Context: an optimization exercise on an open-source flow, tuned for small area, a short achievable clock period and few clock cycles per item. The choices shown serve that exercise and are no tape-out recipe.
Function was checked by simulation only, so behaviour that the tests miss may differ from the original.

<file path="flow/run.sh">
#!/bin/bash
# synth_recipe.tcl (not shown) runs the flow's synth.tcl, then flattens the netlist and writes it again
# the make line also repeats each setting of config.mk as NAME=value (left out here)
make -C /OpenROAD-flow-scripts/flow DESIGN_CONFIG=/design/flow/config.mk WORK_HOME=/design/flow/orfs CLKGATE_MAP_FILE= SYNTH_SCRIPT=/design/flow/synth_recipe.tcl finish
</file>
<file path="flow/config.mk">
export PLATFORM = sky130hd
export DESIGN_NAME = julian_day_converter
export DESIGN_NICKNAME = julian_day_converter
export VERILOG_FILES = /design/flow/design.v
export SDC_FILE = /design/flow/constraint.sdc
export NUM_CORES = 4
export LEC_CHECK = 0
export CAP_MARGIN = 20
export CORE_MARGIN = 2
export CORE_UTILIZATION = 40
export SLEW_MARGIN = 20
</file>
<file path="flow/constraint.sdc">
create_clock -name core_clock -period 6.0 [get_ports {clk}]
set_input_delay 1.2000 -clock core_clock [delete_from_list [all_inputs] [get_ports {clk}]]
set_output_delay 1.2000 -clock core_clock [all_outputs]
set_load 0.01 [all_outputs]
</file>
<file path="flow/design.v">
package jdc_pkg;
  localparam int NSTAGE   = 10;
  localparam int YEAR_W   = 14;
  localparam int MONTH_W  = 4;
  localparam int DAY_W    = 5;
  localparam int JDN_W    = 23;
  localparam int TDATA_W  = 48;
  typedef enum logic {
    OP_DATE_TO_JDN = 1'b0,
    OP_JDN_TO_DATE = 1'b1
  } opcode_t;
  typedef struct packed {
    logic [NSTAGE-1:0] en;
    logic [NSTAGE-1:0] vld;
  } pipe_ctl_t;
  localparam logic [22:0] JDN_EPOCH     = 23'd1721119;
  localparam logic [22:0] JDN_FIRST     = 23'd1721426;
  localparam logic [22:0] JDN_LAST      = 23'd5373484;
  localparam logic [17:0] DAYS_400Y     = 18'd146097;
  localparam logic [10:0] DAYS_4Y       = 11'd1461;
  localparam logic [7:0]  MONTH_SPAN    = 8'd153;
  localparam logic [6:0]  YEARS_CENTURY = 7'd100;
  localparam logic [12:0] RCP_CENT  = 13'd5242;    
  localparam logic [13:0] RCP_400Y  = 14'd14699;   
  localparam logic [13:0] RCP_4Y    = 14'd11483;   
  localparam logic [8:0]  RCP_MSPAN = 9'd428;      
  localparam logic [7:0]  RCP_FIVE  = 8'd205;      
endpackage
import jdc_pkg::*;
module jdc_ctrl (
  input  logic                clk,
  input  logic                rst_n,
  input  logic                in_tvalid,
  input  logic                out_tready,
  output jdc_pkg::pipe_ctl_t  ctl
);
  logic [NSTAGE-1:0] vld_r;
  logic [NSTAGE-1:0] en_c;
  always_comb begin
    en_c[NSTAGE-1] = ~vld_r[NSTAGE-1] | out_tready;
    for (int i = NSTAGE - 2; i >= 0; i--) begin
      en_c[i] = ~vld_r[i] | en_c[i+1];
    end
  end
  always_ff @(posedge clk) begin
    if (!rst_n) begin
      vld_r <= '0;
    end else begin
      if (en_c[0]) begin
        vld_r[0] <= in_tvalid;
      end
      for (int i = 1; i < NSTAGE; i++) begin
        if (en_c[i]) begin
          vld_r[i] <= vld_r[i-1];
        end
      end
    end
  end
  assign ctl.en  = en_c;
  assign ctl.vld = vld_r;
endmodule
import jdc_pkg::*;
module jdc_fwd (
  input  logic                               clk,
  input  jdc_pkg::pipe_ctl_t                 ctl,
  input  jdc_pkg::opcode_t                   op,
  input  logic [jdc_pkg::YEAR_W-1:0]         year,
  input  logic [jdc_pkg::MONTH_W-1:0]        month,
  input  logic [jdc_pkg::DAY_W-1:0]          day,
  output logic [jdc_pkg::JDN_W-1:0]          day_number_out
);
  logic [YEAR_W-1:0]  y_clamp;
  logic [YEAR_W-1:0]  y0_nxt, y0_r;
  logic [MONTH_W-1:0] m0_nxt, m0_r;
  logic [DAY_W-1:0]   d0_r;
  jdc_pkg::opcode_t            op0_r;
  logic [26:0]        cq_prod;
  logic [7:0]         q1_r;
  logic [YEAR_W-1:0]  y1_r;
  logic [MONTH_W-1:0] m1_r;
  logic [DAY_W-1:0]   d1_r;
  jdc_pkg::opcode_t            op1_r;
  logic [14:0]        cr_diff;
  logic [7:0]         cent2_nxt, cent2_r;
  logic [6:0]         cy2_nxt, cy2_r;
  logic [MONTH_W-1:0] m2_r;
  logic [DAY_W-1:0]   d2_r;
  jdc_pkg::opcode_t            op2_r;
  logic [25:0]        a_prod;
  logic [17:0]        b_prod;
  logic [23:0]        a3_r;
  logic [15:0]        b3_r;
  logic [8:0]         c3_nxt, c3_r;
  logic [DAY_W-1:0]   d3_r;
  jdc_pkg::opcode_t            op3_r;
  logic [23:0]        sum4;
  logic [JDN_W-1:0]   jdn4_nxt;
  logic [JDN_W-1:0]   jdn_r [4:NSTAGE-1];
  always_comb begin
    y_clamp = (year == '0) ? YEAR_W'(1) : year;
    if (month > 4'd2) begin
      m0_nxt = month - 4'd3;
      y0_nxt = y_clamp;
    end else begin
      m0_nxt = month + 4'd9;
      y0_nxt = y_clamp - YEAR_W'(1);
    end
  end
  assign cq_prod = 27'(y0_r) * 27'(RCP_CENT);
  assign cr_diff = 15'(y1_r) - 15'(q1_r) * 15'(YEARS_CENTURY);
  always_comb begin
    if (cr_diff >= 15'(YEARS_CENTURY)) begin
      cent2_nxt = q1_r + 8'd1;
      cy2_nxt   = 7'(cr_diff - 15'(YEARS_CENTURY));
    end else begin
      cent2_nxt = q1_r;
      cy2_nxt   = 7'(cr_diff);
    end
  end
  always_comb begin
    unique case (m2_r)
      4'd0:  c3_nxt = 9'd0;
      4'd1:  c3_nxt = 9'd31;
      4'd2:  c3_nxt = 9'd61;
      4'd3:  c3_nxt = 9'd92;
      4'd4:  c3_nxt = 9'd122;
      4'd5:  c3_nxt = 9'd153;
      4'd6:  c3_nxt = 9'd184;
      4'd7:  c3_nxt = 9'd214;
      4'd8:  c3_nxt = 9'd245;
      4'd9:  c3_nxt = 9'd275;
      4'd10: c3_nxt = 9'd306;
      4'd11: c3_nxt = 9'd337;
      4'd12: c3_nxt = 9'd367;
      4'd13: c3_nxt = 9'd398;
      4'd14: c3_nxt = 9'd428;
      4'd15: c3_nxt = 9'd459;
        endcase
  end
  assign a_prod = 26'(DAYS_400Y) * 26'(cent2_r);
  assign b_prod = 18'(DAYS_4Y) * 18'(cy2_r);
  assign sum4 = 24'(a3_r) + 24'(b3_r) + 24'(c3_r) + 24'(d3_r) + 24'(JDN_EPOCH);
  assign jdn4_nxt = (op3_r == OP_JDN_TO_DATE) ? '0 : sum4[JDN_W-1:0];
  always_ff @(posedge clk) begin
    if (ctl.en[0]) begin
      y0_r  <= y0_nxt;
      m0_r  <= m0_nxt;
      d0_r  <= day;
      op0_r <= op;
    end
    if (ctl.en[1]) begin
      q1_r  <= cq_prod[26:19];
      y1_r  <= y0_r;
      m1_r  <= m0_r;
      d1_r  <= d0_r;
      op1_r <= op0_r;
    end
    if (ctl.en[2]) begin
      cent2_r <= cent2_nxt;
      cy2_r   <= cy2_nxt;
      m2_r    <= m1_r;
      d2_r    <= d1_r;
      op2_r   <= op1_r;
    end
    if (ctl.en[3]) begin
      a3_r  <= a_prod[25:2];
      b3_r  <= b_prod[17:2];
      c3_r  <= c3_nxt;
      d3_r  <= d2_r;
      op3_r <= op2_r;
    end
    if (ctl.en[4]) begin
      jdn_r[4] <= jdn4_nxt;
    end
    for (int i = 5; i < NSTAGE; i++) begin
      if (ctl.en[i]) begin
        jdn_r[i] <= jdn_r[i-1];
      end
    end
  end
  assign day_number_out = jdn_r[NSTAGE-1];
endmodule
import jdc_pkg::*;
module jdc_inv (
  input  logic                               clk,
  input  jdc_pkg::pipe_ctl_t                 ctl,
  input  jdc_pkg::opcode_t                   op,
  input  logic [jdc_pkg::JDN_W-1:0]          day_number,
  output logic [jdc_pkg::YEAR_W-1:0]         out_year,
  output logic [jdc_pkg::MONTH_W-1:0]        out_month,
  output logic [jdc_pkg::DAY_W-1:0]          out_day,
  output logic                               range_error
);
  logic                 op_r  [0:NSTAGE-2];
  logic        err_r [0:NSTAGE-2];
  logic [6:0]  cent_r [3:NSTAGE-2];
  logic [7:0]  yc_r   [6:NSTAGE-2];
  logic [JDN_W-1:0] t_full;
  logic [23:0]      x0_nxt, x0_r;
  logic             err0_nxt;
  logic [37:0]      p1;
  logic [6:0]       q1_r;
  logic [23:0]      x1_r;
  logic [24:0]      prod2, diff2;
  logic [18:0]      r2_r;
  logic [6:0]       q2_r;
  logic [18:0]      rr3;
  logic [6:0]       cent3_nxt;
  logic [17:0]      x3_r;
  logic [31:0]      p4;
  logic [7:0]       q4_r;
  logic [17:0]      x4_r;
  logic [18:0]      prod5, diff5;
  logic [11:0]      r5_r;
  logic [7:0]       q5_r;
  logic [11:0]      d6;
  logic [7:0]       yc6_nxt;
  logic [8:0]       d6b;
  logic [11:0]      x6_full;
  logic [10:0]      x6_r;
  logic [19:0]      p7;
  logic [3:0]       q7_r;
  logic [10:0]      x7_r;
  logic [11:0]      prod8, diff8;
  logic [8:0]       r8;
  logic [3:0]       m8_nxt, m8_r;
  logic [7:0]       d8_nxt, d8_r;
  logic [8:0]       d9s;
  logic [16:0]      dprod9;
  logic [YEAR_W-1:0]  year9;
  logic [MONTH_W-1:0] month9;
  logic             late9;
  logic             keep9;
  logic [YEAR_W-1:0]  year_r;
  logic [MONTH_W-1:0] month_r;
  logic [DAY_W-1:0]   day_r;
  logic             err_o_r;
  assign t_full   = day_number - JDN_EPOCH;
  assign x0_nxt   = {t_full[21:0], 2'b00} - 24'd1;
  assign err0_nxt = (day_number < JDN_FIRST) || (day_number > JDN_LAST);
  assign p1 = 38'(x0_r) * 38'(RCP_400Y);
  assign prod2 = 25'(DAYS_400Y) * 25'(q1_r);
  assign diff2 = 25'(x1_r) - prod2;
  always_comb begin
    if (r2_r >= 19'(DAYS_400Y)) begin
      cent3_nxt = q2_r + 7'd1;
      rr3       = r2_r - 19'(DAYS_400Y);
    end else begin
      cent3_nxt = q2_r;
      rr3       = r2_r;
    end
  end
  assign p4 = 32'(x3_r) * 32'(RCP_4Y);
  assign prod5 = 19'(DAYS_4Y) * 19'(q4_r);
  assign diff5 = 19'(x4_r) - prod5;
  always_comb begin
    if (r5_r >= 12'(DAYS_4Y)) begin
      yc6_nxt = q5_r + 8'd1;
      d6      = r5_r - 12'(DAYS_4Y);
    end else begin
      yc6_nxt = q5_r;
      d6      = r5_r;
    end
    d6b     = d6[10:2] + 9'd1;
    x6_full = 12'(d6b) * 12'd5 - 12'd3;
  end
  assign p7 = 20'(x6_r) * 20'(RCP_MSPAN);
  assign prod8 = 12'(MONTH_SPAN) * 12'(q7_r);
  assign diff8 = 12'(x7_r) - prod8;
  assign r8    = diff8[8:0];
  always_comb begin
    if (r8 >= 9'(MONTH_SPAN)) begin
      m8_nxt = q7_r + 4'd1;
      d8_nxt = 8'(r8 - 9'(MONTH_SPAN));
    end else begin
      m8_nxt = q7_r;
      d8_nxt = r8[7:0];
    end
  end
  always_comb begin
    late9  = (m8_r >= 4'd10);
    month9 = late9 ? (m8_r - 4'd9) : (m8_r + 4'd3);
    year9  = YEAR_W'(cent_r[NSTAGE-2]) * YEAR_W'(YEARS_CENTURY)
           + YEAR_W'(yc_r[NSTAGE-2]) + YEAR_W'(late9);
    d9s    = 9'(d8_r) + 9'd5;
    dprod9 = 17'(d9s) * 17'(RCP_FIVE);
    keep9  = (op_r[NSTAGE-2] == OP_JDN_TO_DATE) && !err_r[NSTAGE-2];
  end
  always_ff @(posedge clk) begin
    if (ctl.en[0]) begin
      x0_r     <= x0_nxt;
      op_r[0]  <= op;
      err_r[0] <= err0_nxt;
    end
    for (int i = 1; i < NSTAGE - 1; i++) begin
      if (ctl.en[i]) begin
        op_r[i]  <= op_r[i-1];
        err_r[i] <= err_r[i-1];
      end
    end
    if (ctl.en[1]) begin
      q1_r <= p1[37:31];
      x1_r <= x0_r;
    end
    if (ctl.en[2]) begin
      r2_r <= diff2[18:0];
      q2_r <= q1_r;
    end
    if (ctl.en[3]) begin
      cent_r[3] <= cent3_nxt;
      x3_r      <= {rr3[17:2], 2'b11};
    end
    for (int i = 4; i < NSTAGE - 1; i++) begin
      if (ctl.en[i]) begin
        cent_r[i] <= cent_r[i-1];
      end
    end
    if (ctl.en[4]) begin
      q4_r <= p4[31:24];
      x4_r <= x3_r;
    end
    if (ctl.en[5]) begin
      r5_r <= diff5[11:0];
      q5_r <= q4_r;
    end
    if (ctl.en[6]) begin
      yc_r[6] <= yc6_nxt;
      x6_r    <= x6_full[10:0];
    end
    for (int i = 7; i < NSTAGE - 1; i++) begin
      if (ctl.en[i]) begin
        yc_r[i] <= yc_r[i-1];
      end
    end
    if (ctl.en[7]) begin
      q7_r <= p7[19:16];
      x7_r <= x6_r;
    end
    if (ctl.en[8]) begin
      m8_r <= m8_nxt;
      d8_r <= d8_nxt;
    end
    if (ctl.en[NSTAGE-1]) begin
      year_r  <= keep9 ? year9 : '0;
      month_r <= keep9 ? month9 : '0;
      day_r   <= keep9 ? dprod9[14:10] : '0;
      err_o_r <= (op_r[NSTAGE-2] == OP_JDN_TO_DATE) && err_r[NSTAGE-2];
    end
  end
  assign out_year    = year_r;
  assign out_month   = month_r;
  assign out_day     = day_r;
  assign range_error = err_o_r;
endmodule
import jdc_pkg::*;
module julian_day_converter (
  input  logic                         clk,
  input  logic                         rst_n,
  input  logic                         in_tvalid,
  output logic                         in_tready,
  input  logic [jdc_pkg::TDATA_W-1:0]  in_tdata,
  input  logic                         in_tuser,
  output logic                         out_tvalid,
  input  logic                         out_tready,
  output logic [jdc_pkg::TDATA_W-1:0]  out_tdata,
  output logic                         out_tuser
);
  jdc_pkg::pipe_ctl_t          ctl;
  jdc_pkg::opcode_t            op;
  logic [JDN_W-1:0]   jdn_fwd;
  logic [YEAR_W-1:0]  year_inv;
  logic [MONTH_W-1:0] month_inv;
  logic [DAY_W-1:0]   day_inv;
  logic               err_inv;
  assign op = in_tuser ? OP_JDN_TO_DATE : OP_DATE_TO_JDN;
  jdc_ctrl u_ctrl (
    .clk        (clk),
    .rst_n      (rst_n),
    .in_tvalid  (in_tvalid),
    .out_tready (out_tready),
    .ctl        (ctl)
  );
  jdc_fwd u_fwd (
    .clk            (clk),
    .ctl            (ctl),
    .op             (op),
    .year           (in_tdata[13:0]),
    .month          (in_tdata[17:14]),
    .day            (in_tdata[22:18]),
    .day_number_out (jdn_fwd)
  );
  jdc_inv u_inv (
    .clk         (clk),
    .ctl         (ctl),
    .op          (op),
    .day_number  (in_tdata[45:23]),
    .out_year    (year_inv),
    .out_month   (month_inv),
    .out_day     (day_inv),
    .range_error (err_inv)
  );
  assign in_tready  = ctl.en[0];
  assign out_tvalid = ctl.vld[NSTAGE-1];
  assign out_tdata  = {2'b00, day_inv, month_inv, year_inv, jdn_fwd};
  assign out_tuser  = err_inv;
endmodule
</file>
==> results.toml <==
[outcome]
status = "no timing/DRC/antenna violations"

[final_layout]
syn_to_final_growth_pct = 11.3
drive_gt1_frac = 0.0515
fin_area_sq_um = 53400
nNetsFinal = 5638
final_common_cell = "inv_1"
final_cell_mix = "inv_1 (880), ha_1 (818), edfxtp_1 (539), fa_1 (448), xnor2_1 (202)"

[min_path]
hold_class = "reg -> reg"
hold_depth = 0
worstHoldStart = "u_inv.err_r[4]$_DFFE_PP_"
hold_end = "u_inv.err_r[5]$_DFFE_PP_"

[setup_path]
crit_chain = "inv_1, fa_1, inv_1, fa_1, inv_1, fa_1, fa_1, inv_1, fa_1, fa_1, ha_1, nor2b_1, a2111oi_0, buf_4, o221a_2, o21a_1, o211ai_1"
r2r_end = "u_inv.q1_r[5]$_DFFE_PP_"
path_max_fanout = 4
cp_slowest_cell = "fa_1"
critPathKind = "reg -> reg"
cp-start-kind = "register"
cp.arrival_ns = 6.08
crit_family = "adder cells"
r2r_start = "u_inv.x0_r[2]$_DFFE_PP_"
path_buf_inv = 5
r2r_slack_ns = 0.28
required_ns = 6.36
r2r_cells = 17
crit_top_cell = "fa_1"
critPathMaxStageDelay_ns = 0.61
cp-end-kind = "register"
critical_path_depth = 17

[timing]
fmax_mhz = 175
worstMarginPinSlew_ns = 1.06
min_period_ns = 5.72
finalCritPeriodShare = 0.954
fin_skew_ns = 0.0553
hold_ws_ns = 0.382
hold_viol = 0
finalSetupTns_ns = 0
finalSetupViolCount = 0
drv_slew = 0
timing.slew.headroom = 0.296

[global_route]
grt_pass1_wl_mm = 146
grt_util_met3 = 0.0196
grt-ovfl-total = 0
grt_max_degree = 80
grtUsageMet2 = 0.247
track_usage = 0.145
use_met1 = 0.198
grt_pass1_vias = 29600
antenna_found_initial = 2
busiest_layer = "met2"

[drt]
vias = 28300
drt-initial-drc-count = 1084
ant_nets = 0
wl_per_cell_microns = 14.2
first_pass_iters = 5
drt_wl_total_mm = 84.7
vias_per_cell = 4.72
drc = 0

[placement]
io_buffers = 99
place_area_sq_um = 51200
place.gp.congestion = 0.867
hpwl_mm = 70.3

[synthesis]
synth.distinct_cells = 97
synth-edff-count = 539
avgSynthCellArea_sq_um = 11.6
synthArstFlopShare = 0
synth-seq-area-share = 0.341
synth_top_area_cell = "edfxtp_1"
syn-instance-count = 4129
ys_ff_latch = 549
synth_top_area_frac = 0.337
yosysWarnings = 8
synthTopCellsByArea = "edfxtp_1 (34%), ha_1 (21%), fa_1 (19%)"
syn_area_sq_um = 48000
synth-main-ff-cell = "edfxtp_1"

[die]
ioPinCount = 104
std_cell_rows = 127
die_x_microns = 350
die_y_microns = 350
core_sq_um = 119000
initial_core_util = 0.402
die_area_sq_um = 123000

[cts]
clock_latency_ns = 0.68
ctsHoldBuffers = 0
clk_pin_slew_worst_paths_ns = 0.06
root_buffer = "clkbuf_16"
cts_num_sinks = 549
cts_made_buffers = 61
ctsHtreeMaxLevel = 2
cts_tree = "built"
clockBufferDepth = 3

[run]
cap_violations = 0
## per-stage QoR
step,cells,setup WS [ns],utilization
after CTS,5972,0.158,0.446
after floorplan,4130,0.281,-
after global routing,5983,-0.0128,0.447
after global placement,5857,0.148,0.428
final,5985,0.278,0.447
after detailed placement,5857,0.139,0.428
## metal layers
metal | share of wire | up-vias
met3 | 0.031 | 82
met2 | 0.47 | 280
met1 | 0.48 | 13600
li1 | - | 14300
met4 | 0.015 | 4
met5 | 0.00038 | -
## kinds of logic (layout without fill, tap and decap cells)
group / count (synthesis) / after routing / synth area share
simple gates: 607 / 607 / 0.0639
fa+ha+maj: 1266 / 1266 / 0.400
flops: 549 / 549 / 0.341
mux: 8 / 8 / 0.00175
compound gates: 488 / 488 / 0.0659
xor+xnor: 291 / 291 / 0.0533
buf+inv: 919 / 1160 / 0.0736
other cells: 1 / 4 / 0.0000781
## registers in the layout, indices dropped and copies added (netlist names), 9 cells and up
name	flops
u_inv.x7_r	9
u_fwd.c3_r	9
u_fwd.a3_r	23
u_inv.x4_r	10
u_fwd.b3_r	16
u_fwd.jdn_r	138
u_inv.r2_r	19
u_inv.op_r	9
u_inv.x0_r	22
u_inv.yc_r	24
u_inv.r5_r	12
u_inv.x3_r	16
u_fwd.y1_r	14
u_inv.cent_r	42
u_ctrl.vld_r	10
u_inv.x1_r	17
u_inv.year_r	14
u_inv.x6_r	11
u_fwd.y0_r	14
u_inv.err_r	9
## repair_timing
action | 4_1_cts | 5_1_grt
resized for setup | 0 | 7
buffers inserted | 0 | 11
setup endpoints to repair | 0 | 6
## cells in the mapped netlist (all sizes together) (15+ instances only)
cell    count
or3        16
nor2      155
ha        818
o21ai      97
a31oi      24
and3       23
xnor2     203
fa        448
edfxtp    539
a21oi     147
o21bai     22
a21o       38
clkbuf     15
nand2     137
nor2b      31
o21a       35
or2        15
inv       888
nand2b     30
nor3       62
buf        15
nand3      50
o211ai     23
xor2       88
nand4      22
## area by class of cell
cell class              count  area, sq um
repair buffers            157         1430
multi-input cells        2662        28100
diodes                      2         5.00
inverters                 888         3340
clock buffers              77         1630
well taps                1612         2020
clock inverters            38          487
fillers                 11100        66100
flip-flops and latches    549        16400
## worst max-delay path by stage
stage,end,slack [ns],start
after detailed placement,u_inv.q4_r[6]$_DFFE_PP_,0.14,u_inv.x3_r[12]$_DFFE_PP_
final,u_inv.q1_r[5]$_DFFE_PP_,0.28,u_inv.x0_r[2]$_DFFE_PP_
after floorplan,in_tready,0.28,out_tready
after global placement,u_inv.q1_r[5]$_DFFE_PP_,0.15,u_inv.x0_r[4]$_DFFE_PP_
after global routing,u_inv.q1_r[6]$_DFFE_PP_,-0.01,u_inv.x0_r[6]$_DFFE_PP_
after CTS,u_inv.q4_r[6]$_DFFE_PP_,0.16,u_inv.x3_r[12]$_DFFE_PP_
Testbench counts, summed over its fixed seeds: cycles 8,080, items 8,000.

-- re-timing with driven ports --
The results above use ideal ports. As a check the final layout listed here was re-extracted and re-timed, cells and wires unchanged.
Step 1: set_driving_cell puts a clkbuf_16 on clk and a buf_2 on each other input, an assumption about the parent block.
Step 2 also shifts input and output timing later by t, the mid clock arrival at the registers, as if the neighbouring blocks saw the same clock.
a / b / c = ideal ports / drivers / drivers and shift; a / b = the first two.
t (ns): 0.719
setup slack, ns: 0.278 / 0.278 / 0.278
hold slack, ns: 0.382 / 0.382 / 0.382
After both steps this run still meets setup and hold. For this run, drivers alone change the setup slack by 0.000 ns; drivers and shift together by 0.000 ns.
